This design comes from an exercise in tuning for small area and a short achievable clock period on the open sky130 flow, not from production work. The RTL was checked by simulation tests, not by an equivalence proof against the original design. Power is estimated from default activity; no workload was simulated.

==> design/flow/design.v <==
package reg_file_pkg;
    localparam int DEFAULT_DATA_W      = 32;
    localparam int DEFAULT_ADDR_W      = 4;
    localparam int DEFAULT_NUM_REGS    = 2 ** DEFAULT_ADDR_W;
    localparam int DEFAULT_PC_IDX      = 15;
    localparam int DEFAULT_PC_READ_OFS = 8;
    typedef logic [DEFAULT_NUM_REGS-1:0] pend_vec_t;
endpackage
module reg_file_rd_port
#(
    parameter int DATA_W      = reg_file_pkg::DEFAULT_DATA_W,
    parameter int ADDR_W      = reg_file_pkg::DEFAULT_ADDR_W,
    localparam int NUM_REGS   = 2 ** ADDR_W
) (
    input  logic [ADDR_W-1:0]               rd_sel_i,
    input  logic [NUM_REGS-1:0][DATA_W-1:0] regNextN_i,
    input  logic [NUM_REGS-1:0]             busy_i,
    output logic [DATA_W-1:0]               rd_data_o,
    output logic                            rd_busy_o
);
    logic [NUM_REGS-1:0]             dec;
    logic [DATA_W-1:0][NUM_REGS-1:0] bitCol;
    always_comb begin
        for (int r = 0; r < NUM_REGS; r++) begin
            dec[r] = (rd_sel_i == ADDR_W'(r));
        end
    end
    reg_file_sel_bit #(.N(NUM_REGS)) uBusy (
        .sel_i  (dec),
        .data_i (busy_i),
        .data_o (rd_busy_o)
    );
    for (genvar r = 0; r < NUM_REGS; r++) begin : gCol
        for (genvar b = 0; b < DATA_W; b++) begin : gRow
            assign bitCol[b][r] = regNextN_i[r][b];
        end
    end
    for (genvar b = 0; b < DATA_W; b++) begin : gBit
        reg_file_rd_bit #(.N(NUM_REGS)) uBit (
            .selN_i  (~dec),
            .dataN_i (bitCol[b]),
            .data_o  (rd_data_o[b])
        );
    end
endmodule
module reg_file_rd_bit
#(
    parameter int N = 2
) (
    input  logic [N-1:0] selN_i,
    input  logic [N-1:0] dataN_i,
    output logic         data_o
);
    assign data_o = ~&(selN_i | dataN_i);
endmodule
module reg_file_mp
#(
    parameter int DATA_W      = reg_file_pkg::DEFAULT_DATA_W,
    parameter int ADDR_W      = reg_file_pkg::DEFAULT_ADDR_W,
    parameter int PC_IDX      = reg_file_pkg::DEFAULT_PC_IDX,
    parameter int PC_READ_OFS = reg_file_pkg::DEFAULT_PC_READ_OFS
) (
    input  logic              clk,
    input  logic              reset,
    input  logic [ADDR_W-1:0] rd_sel_a,
    input  logic [ADDR_W-1:0] rd_sel_b,
    input  logic [ADDR_W-1:0] rd_sel_c,
    output logic [DATA_W-1:0] rd_data_a,
    output logic [DATA_W-1:0] rd_data_b,
    output logic [DATA_W-1:0] rd_data_c,
    output logic              rd_busy_a,
    output logic              rd_busy_b,
    output logic              rd_busy_c,
    input  logic              wr0_en,
    input  logic [ADDR_W-1:0] wr0_sel,
    input  logic [DATA_W-1:0] wr0_data,
    input  logic              wr1_en,
    input  logic [ADDR_W-1:0] wr1_sel,
    input  logic [DATA_W-1:0] wr1_data,
    input  logic              pc_en,
    input  logic [DATA_W-1:0] pc_data,
    input  logic              pend_en,
    input  logic [ADDR_W-1:0] pend_sel,
    output logic [DATA_W-1:0] pc_q,
    output logic [ADDR_W:0]   pend_count
);
    localparam int NUM_REGS = 2 ** ADDR_W;
    localparam int CNT_W    = ADDR_W + 1;
    logic [NUM_REGS-1:0][DATA_W-1:0] regFile_q, regFile_d, regNextN, rdViewN;
    logic [NUM_REGS-1:0]             pend_q, pendNext, busy;
    logic [NUM_REGS-1:0]             hit1, hit0, hitPend, take1, take0, takePc, hold;
    always_comb begin
        for (int r = 0; r < NUM_REGS; r++) begin
            hit1[r]    = wr1_en && (wr1_sel == ADDR_W'(r));
            hit0[r]    = wr0_en && (wr0_sel == ADDR_W'(r));
            hitPend[r] = pend_en && (pend_sel == ADDR_W'(r)) && (r != PC_IDX);
            take1[r]   = hit1[r];
            take0[r]   = !hit1[r] && hit0[r];
            takePc[r]  = !hit1[r] && !hit0[r] && pc_en && (r == PC_IDX);
            hold[r]    = !hit1[r] && !hit0[r] && !(pc_en && (r == PC_IDX));
        end
    end
    for (genvar r = 0; r < NUM_REGS; r++) begin : gReg
        for (genvar b = 0; b < DATA_W; b++) begin : gBit
            if (r == PC_IDX) begin : gPc
                reg_file_wr_bit #(.N(4)) uBit (
                    .sel_i   ({hold[r], takePc[r], take0[r], take1[r]}),
                    .data_i  ({regFile_q[r][b], pc_data[b], wr0_data[b], wr1_data[b]}),
                    .reset_i (reset),
                    .nextN_o (regNextN[r][b]),
                    .d_o     (regFile_d[r][b])
                );
            end else begin : gGen
                reg_file_wr_bit #(.N(3)) uBit (
                    .sel_i   ({hold[r], take0[r], take1[r]}),
                    .data_i  ({regFile_q[r][b], wr0_data[b], wr1_data[b]}),
                    .reset_i (reset),
                    .nextN_o (regNextN[r][b]),
                    .d_o     (regFile_d[r][b])
                );
            end
        end
    end
    always_comb begin
        for (int r = 0; r < NUM_REGS; r++) begin
            if (r == PC_IDX) begin
                pendNext[r] = 1'b0;
                busy[r]     = 1'b0;
            end else begin
                pendNext[r] = hitPend[r] || (pend_q[r] && !hit1[r]);
                busy[r]     = pend_q[r] && !(hit1[r] && !hitPend[r]);
            end
        end
    end
    always_ff @(posedge clk) begin
        regFile_q <= regFile_d;
        pend_q    <= {NUM_REGS{!reset}} & pendNext;
    end
    assign pc_q = regFile_q[PC_IDX];
    logic [CNT_W-1:0] pendCount_q;
    logic             incr, decr;
    assign incr = |(hitPend & ~pend_q);
    assign decr = |(hit1 & pend_q & ~hitPend);
    always_ff @(posedge clk) begin
        if (reset) begin
            pendCount_q <= '0;
        end else begin
            pendCount_q <= pendCount_q + CNT_W'(incr) - CNT_W'(decr);
        end
    end
    assign pend_count = pendCount_q;
    logic [3:0][DATA_W-1:0] srcFlip;
    logic [DATA_W-1:0]      pcFlip;
    logic [3:0][DATA_W-1:0] pcSrc;
    assign pcSrc = {regFile_q[PC_IDX], pc_data, wr0_data, wr1_data};
    for (genvar s = 0; s < 4; s++) begin : gPcSrc
        reg_file_ofs_carry #(
            .DATA_W      (DATA_W),
            .PC_READ_OFS (PC_READ_OFS)
        ) uOfs (
            .v_i         (pcSrc[s]),
            .carry_o     (srcFlip[s])
        );
    end
    for (genvar b = 0; b < DATA_W; b++) begin : gPcFlip
        reg_file_sel_bit #(.N(4)) uFlip (
            .sel_i  ({hold[PC_IDX], takePc[PC_IDX], take0[PC_IDX], take1[PC_IDX]}),
            .data_i ({srcFlip[3][b], srcFlip[2][b], srcFlip[1][b], srcFlip[0][b]}),
            .data_o (pcFlip[b])
        );
    end
    always_comb begin
        rdViewN = regNextN;
        rdViewN[PC_IDX] = regNextN[PC_IDX] ^ pcFlip;
    end
    logic [2:0][ADDR_W-1:0] rdSel;
    logic [2:0][DATA_W-1:0] rdData;
    logic [2:0]             rdBusy;
    assign rdSel = {rd_sel_c, rd_sel_b, rd_sel_a};
    for (genvar p = 0; p < 3; p++) begin : gRdPort
        reg_file_rd_port #(
            .DATA_W     (DATA_W),
            .ADDR_W     (ADDR_W)
        ) uRdPort (
            .rd_sel_i   (rdSel[p]),
            .regNextN_i (rdViewN),
            .busy_i     (busy),
            .rd_data_o  (rdData[p]),
            .rd_busy_o  (rdBusy[p])
        );
    end
    assign rd_data_a = rdData[0];
    assign rd_data_b = rdData[1];
    assign rd_data_c = rdData[2];
    assign rd_busy_a = rdBusy[0];
    assign rd_busy_b = rdBusy[1];
    assign rd_busy_c = rdBusy[2];
endmodule
module reg_file_wr_bit
#(
    parameter int N = 3
) (
    input  logic [N-1:0] sel_i,
    input  logic [N-1:0] data_i,
    input  logic         reset_i,
    output logic         nextN_o,
    output logic         d_o
);
    assign nextN_o = ~|(sel_i & data_i);
    assign d_o     = !(nextN_o || reset_i);
endmodule
module reg_file_ofs_carry
#(
    parameter int DATA_W      = reg_file_pkg::DEFAULT_DATA_W,
    parameter int PC_READ_OFS = reg_file_pkg::DEFAULT_PC_READ_OFS
) (
    input  logic [DATA_W-1:0] v_i,
    output logic [DATA_W-1:0] carry_o
);
    function automatic int ceilLog2(input int n);
        ceilLog2 = 0;
        for (int i = 0; i < 31; i++) begin
            if ((1 << i) < n) begin
                ceilLog2 = i + 1;
            end
        end
    endfunction
    localparam int OFS_LSB = ceilLog2(PC_READ_OFS);
    localparam int SPAN    = DATA_W - OFS_LSB;
    localparam int LEVELS  = ceilLog2(SPAN);
    logic [SPAN-1:0] pre;
    always_comb begin
        pre = v_i[DATA_W-1:OFS_LSB];
        for (int lv = 0; lv < LEVELS; lv++) begin
            for (int k = SPAN - 1; k >= 0; k--) begin
                if (((k >> lv) & 1) == 1) begin
                    pre[k] = pre[k] & pre[((k >> lv) << lv) - 1];
                end
            end
        end
        carry_o = '0;
        carry_o[OFS_LSB] = 1'b1;
        for (int i = OFS_LSB + 1; i < DATA_W; i++) begin
            carry_o[i] = pre[i - OFS_LSB - 1];
        end
    end
endmodule
module reg_file_sel3 (
    input  logic [2:0] sel_i,
    input  logic [2:0] data_i,
    output logic       data_o
);
    assign data_o = |(sel_i & data_i);
endmodule
module reg_file_sel_bit
#(
    parameter int N = 2
) (
    input  logic [N-1:0] sel_i,
    input  logic [N-1:0] data_i,
    output logic         data_o
);
    assign data_o = |(sel_i & data_i);
endmodule
==> design/flow/flow/run.sh <==
#!/bin/bash
# Own layout flow: the standard flow (standard.sh) with two changes.
#  1. Yosys's ABC technology mapping uses an area-oriented script
#     (flow/abc_area.script: structural choices with &dch, then amap) in place
#     of ORFS's abc_speed.script. The design's hierarchy (SYNTH_HIERARCHICAL)
#     keeps its small bit cells apart, and OpenROAD does the buffering and
#     sizing. Registers are mapped by dfflibmap before ABC runs, so they are
#     the standard synthesis's.
#  2. Ports are buffered with buf_2 instead of the cell buffer_ports picks.
# Everything else, including the synthesis script, is the standard flow.
set -euo pipefail
W=$PWD
rm -rf "$W/scripts_own"
cp -r "$FLOW_HOME/scripts" "$W/scripts_own"
cp "$W/flow/abc_area.script" "$W/scripts_own/abc_speed.script"
export SCRIPTS_DIR="$W/scripts_own"
export BUFFER_PORTS_ARGS="-buffer_cell sky130_fd_sc_hd__buf_2"
bash "$W/standard.sh" finish > "$W/standard_flow.log" 2>&1
==> design/flow/flow/abc_area.script <==
strash
&get -n
&st
&dch
&put
amap
==> design/flow/standard.sh <==
#!/bin/bash
# synth_recipe.tcl (not shown) runs the flow's synth.tcl, then flattens the netlist and writes it again
# the make line also repeats each setting of config.mk as NAME=value (left out here)
make -C /OpenROAD-flow-scripts/flow DESIGN_CONFIG=/design/flow/config.mk WORK_HOME=/design/flow/orfs CLKGATE_MAP_FILE= SYNTH_SCRIPT=/design/flow/synth_recipe.tcl "${@:-finish}"
==> design/flow/config.mk <==
export PLATFORM = sky130hd
export DESIGN_NAME = reg_file_mp
export DESIGN_NICKNAME = reg_file_mp
export VERILOG_FILES = /design/flow/design.v
export SDC_FILE = /design/flow/constraint.sdc
export NUM_CORES = 4
export LEC_CHECK = 0
export CAP_MARGIN = 20
export CORE_MARGIN = 2
export CORE_UTILIZATION = 30
export CTS_BUF_LIST = sky130_fd_sc_hd__clkbuf_4 sky130_fd_sc_hd__clkbuf_8
export SETUP_SLACK_MARGIN = 1.5
export SLEW_MARGIN = 20
export SYNTH_HIERARCHICAL = 1
export SYNTH_MINIMUM_KEEP_SIZE = 0
==> design/flow/constraint.sdc <==
create_clock -name core_clock -period 8.5 [get_ports {clk}]
set_input_delay 1.7000 -clock core_clock [delete_from_list [all_inputs] [get_ports {clk}]]
set_output_delay 1.7000 -clock core_clock [all_outputs]
set_load 0.01 [all_outputs]
==> reports/qor.csv <==
metric,value,unit
h-tree-depth,3,
finalWirelength,190000,um
setup.worst_path.end_class,output pin,
cell_area_after_synthesis,28400,um^2
power.share.clock,42.6,%
final_cell_area,34800,um^2
die-area,97300,um^2
drive_above_1_share,16.6,%
tightestPinTransition,1.23,ns
pwr-share-seq,40.8,%
rows,112,
final_period_minus_worst_setup_slack,7.10,ns
achievable-frequency,0.141,GHz
final.period_utilization,83.5,%
power.static_leakage,0.0123,uW
setup_violations,0,
sw_frac_of_total,32.4,%
ctsLongestPathBuffers,3,
dominantRegCellSynth,sky130_fd_sc_hd__dfxtp_1,
cp_data_required_time,6.80,ns
synth.distinct_cells,30,
dieWidth,312,um
timing.critical_path.fanout_max,34,
synth-seq-area-share,37.4,%
ctsRootBufferMaster,sky130_fd_sc_hd__clkbuf_8,
finalMaxSlewViolations,0,
grt_first_pass_wirelength,263000,um
hold-worst-slack,0.520,ns
remaining_drc_errors,0,
min_path_type,reg -> reg,
dpl_cell_area,32300,um^2
hpwl,107000,um
grt_pass1_vias,37137,
criticalPathCategory,in -> out,
syn_to_final_growth,22.3,%
initial_core_util,30.4,%
global_route.overflow_total,0,
synthCells,3456,
startpoint_class_of_the_critical_path,primary input,
combinationalPowerShare,16.6,%
powerDensity,183,nW/um^2
hold_violations,0,
final.setup.tns,0,ns
antenna_found_initial,11,
run_status,finished clean,
p_switching,2060,uW
internal_power,4310,uW
avgViaCountPerCell,7.68,
cts_inserted_buffers,93,
synth_enable_flop_cells,0,
design.portCount,262,
n_fill_cell,9799,
vias,40295,
vdd_drop_max,101,uV
routabilityCongestion,0.952,
dp_cell_count,5053,
ant_nets,0,
numClockSinks,532,
buffer_ports.inserted,261,
pin_count_of_the_biggest_net_entering_global_routing,179,
grt_setup_unrepaired,true,
number_of_register_bits_inferred_by_synthesis,532,
max-cap-violations,0,
postSynthAreaPerCell,8.23,um^2
cts_hold_buffers,0,
slew-limit-headroom,17.5,%
initialDrtViolationCount,10744,
worst_setup_hold_path_clk_slew,0.05,ns
async_reset_ff_share,0,%
clk_latency,0.78,ns
fp.coreArea,93600,um^2
cts_tree,yes,
final.setup_skew,0.0172,ns
design_power,6380,uW
fin_nets,4042,
die_y,312,um
final-instance-count-excl-fill,5249,
routedWlPerCell,36.1,um
detail_route.first_pass.iterations,15,
yosysWarnings,9,
cp.arrival,5.40,ns
grt.total_usage,36.6,%
## critical path: stages
cell	delay, ns
sky130_fd_sc_hd__buf_2	0.12
sky130_fd_sc_hd__clkinv_1	0.05
sky130_fd_sc_hd__nand2_1	0.38
sky130_fd_sc_hd__nor3_4	0.32
sky130_fd_sc_hd__buf_6	0.49
sky130_fd_sc_hd__nor2_4	0.19
sky130_fd_sc_hd__buf_4	0.37
sky130_fd_sc_hd__a222oi_1	0.60
sky130_fd_sc_hd__o22ai_1	0.17
sky130_fd_sc_hd__nor4_1	0.36
sky130_fd_sc_hd__nand2_1	0.35
sky130_fd_sc_hd__buf_2	0.25
## registers in the layout, indices dropped and copies added, names as in the netlist
register / cells
pendCount_q: 5
pend_q: 15
regFile_q: 512
## synthesized netlist by cell type (all sizes together) (36+ instances only)
library cell | n | share of area (%)
buf | 52 | 1.4
dfxtp | 532 | 37
a21oi | 36 | 0.63
a22oi | 94 | 2.5
a222oi | 483 | 17
nand2 | 209 | 2.8
clkinv | 115 | 1.5
nor4 | 204 | 4.5
o22ai | 768 | 17
nor3 | 70 | 1.2
nor2 | 699 | 9.2
## power groups by stage
stage               clock network (uW)  registers [uW]  logic [uW]
floorplan                            0            2650         467
global placement                     0            2650         956
detailed placement                   0            2650         962
CTS                               2690            2600         971
global route                      2810            2610        1070
finish                            2720            2600        1060
## cell type report
class / instances / area, um^2 / share of cell area, %
diodes: 8 / 20.0 / 0.0575
clock buffers: 152 / 1860 / 5.35
clock inverters: 20 / 224 / 0.644
inverters: 115 / 435 / 1.25
multi-input cells: 2772 / 17600 / 50.7
flip-flops and latches: 532 / 10700 / 30.6
well taps: 1254 / 1570 / 4.51
repair buffers: 396 / 2410 / 6.91
## metrics by stage
| stage | worst slack, ns | utilization [%] |
|---|---|---|
| floorplan | 1.97 | - |
| global placement | 1.01 | 34.5 |
| detailed placement | 1.06 | 34.5 |
| CTS | 1.49 | 36.9 |
| global route | 1.47 | 37.2 |
| finish | 1.40 | 37.2 |
## layer usage
layer,global-route usage [%],vias up,share of wire [%]
met5,3.36,-,0.19
met4,25.5,14,9.2
met3,19.0,1403,18
met2,49.8,4375,38
met1,43.8,18740,34
li1,-,15763,-
## cells by family (layout without fill, tap and decap cells)
family	after synthesis	after routing	synth area share [%]
compound gates	1453	1453	39.2
simple gates	1289	1294	20.1
buf+inv	167	683	2.89
flops	532	532	37.4
fa+ha+maj	6	6	0.290
other cells	9	27	0.119
## worst paths after layout
kind	startpoint	endpoint	slack, ns	depth (start not counted)
setup / recovery	wr1_sel[3]	rd_data_c[11]	1.40	12
setup reg to reg	pend_q[9]	pendCount_q[4]	5.32	14
hold reg to reg	pend_q[1]	pend_q[1]	0.52	2
hold / removal	pend_q[1]	pend_q[1]	0.52	2
## cell usage in the layout (no fill, tap or decap), types with 29 or more instances in the layout
cell and n:
sky130_fd_sc_hd__nor2_1 674, sky130_fd_sc_hd__clkbuf_8 116, sky130_fd_sc_hd__buf_4 128, sky130_fd_sc_hd__nor4_1 194, sky130_fd_sc_hd__nor3_1 44, sky130_fd_sc_hd__o22ai_1 768, sky130_fd_sc_hd__buf_2 256, sky130_fd_sc_hd__nand2_1 208
sky130_fd_sc_hd__a221oi_1 29, sky130_fd_sc_hd__dfxtp_1 532, sky130_fd_sc_hd__clkbuf_4 38, sky130_fd_sc_hd__a222oi_1 483, sky130_fd_sc_hd__a22oi_1 94, sky130_fd_sc_hd__a22o_1 32, sky130_fd_sc_hd__clkinv_1 111
## what timing repair did
item / 4_1_cts / 5_1_grt
pin swaps: 5 / 10
gates resized for setup: 18 / 44
cloned: 2 / 3
endpoints found under the setup margin: 80 / 76
setup buffers: 7 / 4

## static timing again, ports no longer ideal
In the flow no input, the clock included, has a driving cell. The finished layout below was timed again as built, in two steps. Step 1 assumes that a clkbuf_16 drives the clock port and a buf_2 every other input. Step 2, shift: input delay + t, output delay - t, t = (earliest + latest rising clock arrival at the registers) / 2. This alone moves slack from input paths to output paths. Three values: ideal ports, drivers, drivers and shift; two values: the first two.
t, ns: 0.857
slack for setup (ns): 1.399 / 1.379 / 1.379
hold WS [ns]: 0.520 / 0.520 / 0.520
cell pins on the clock port's net: 1
After both steps this run still meets setup and hold. For this run, drivers alone change the setup slack by -0.020 ns; drivers and shift together by -0.020 ns.
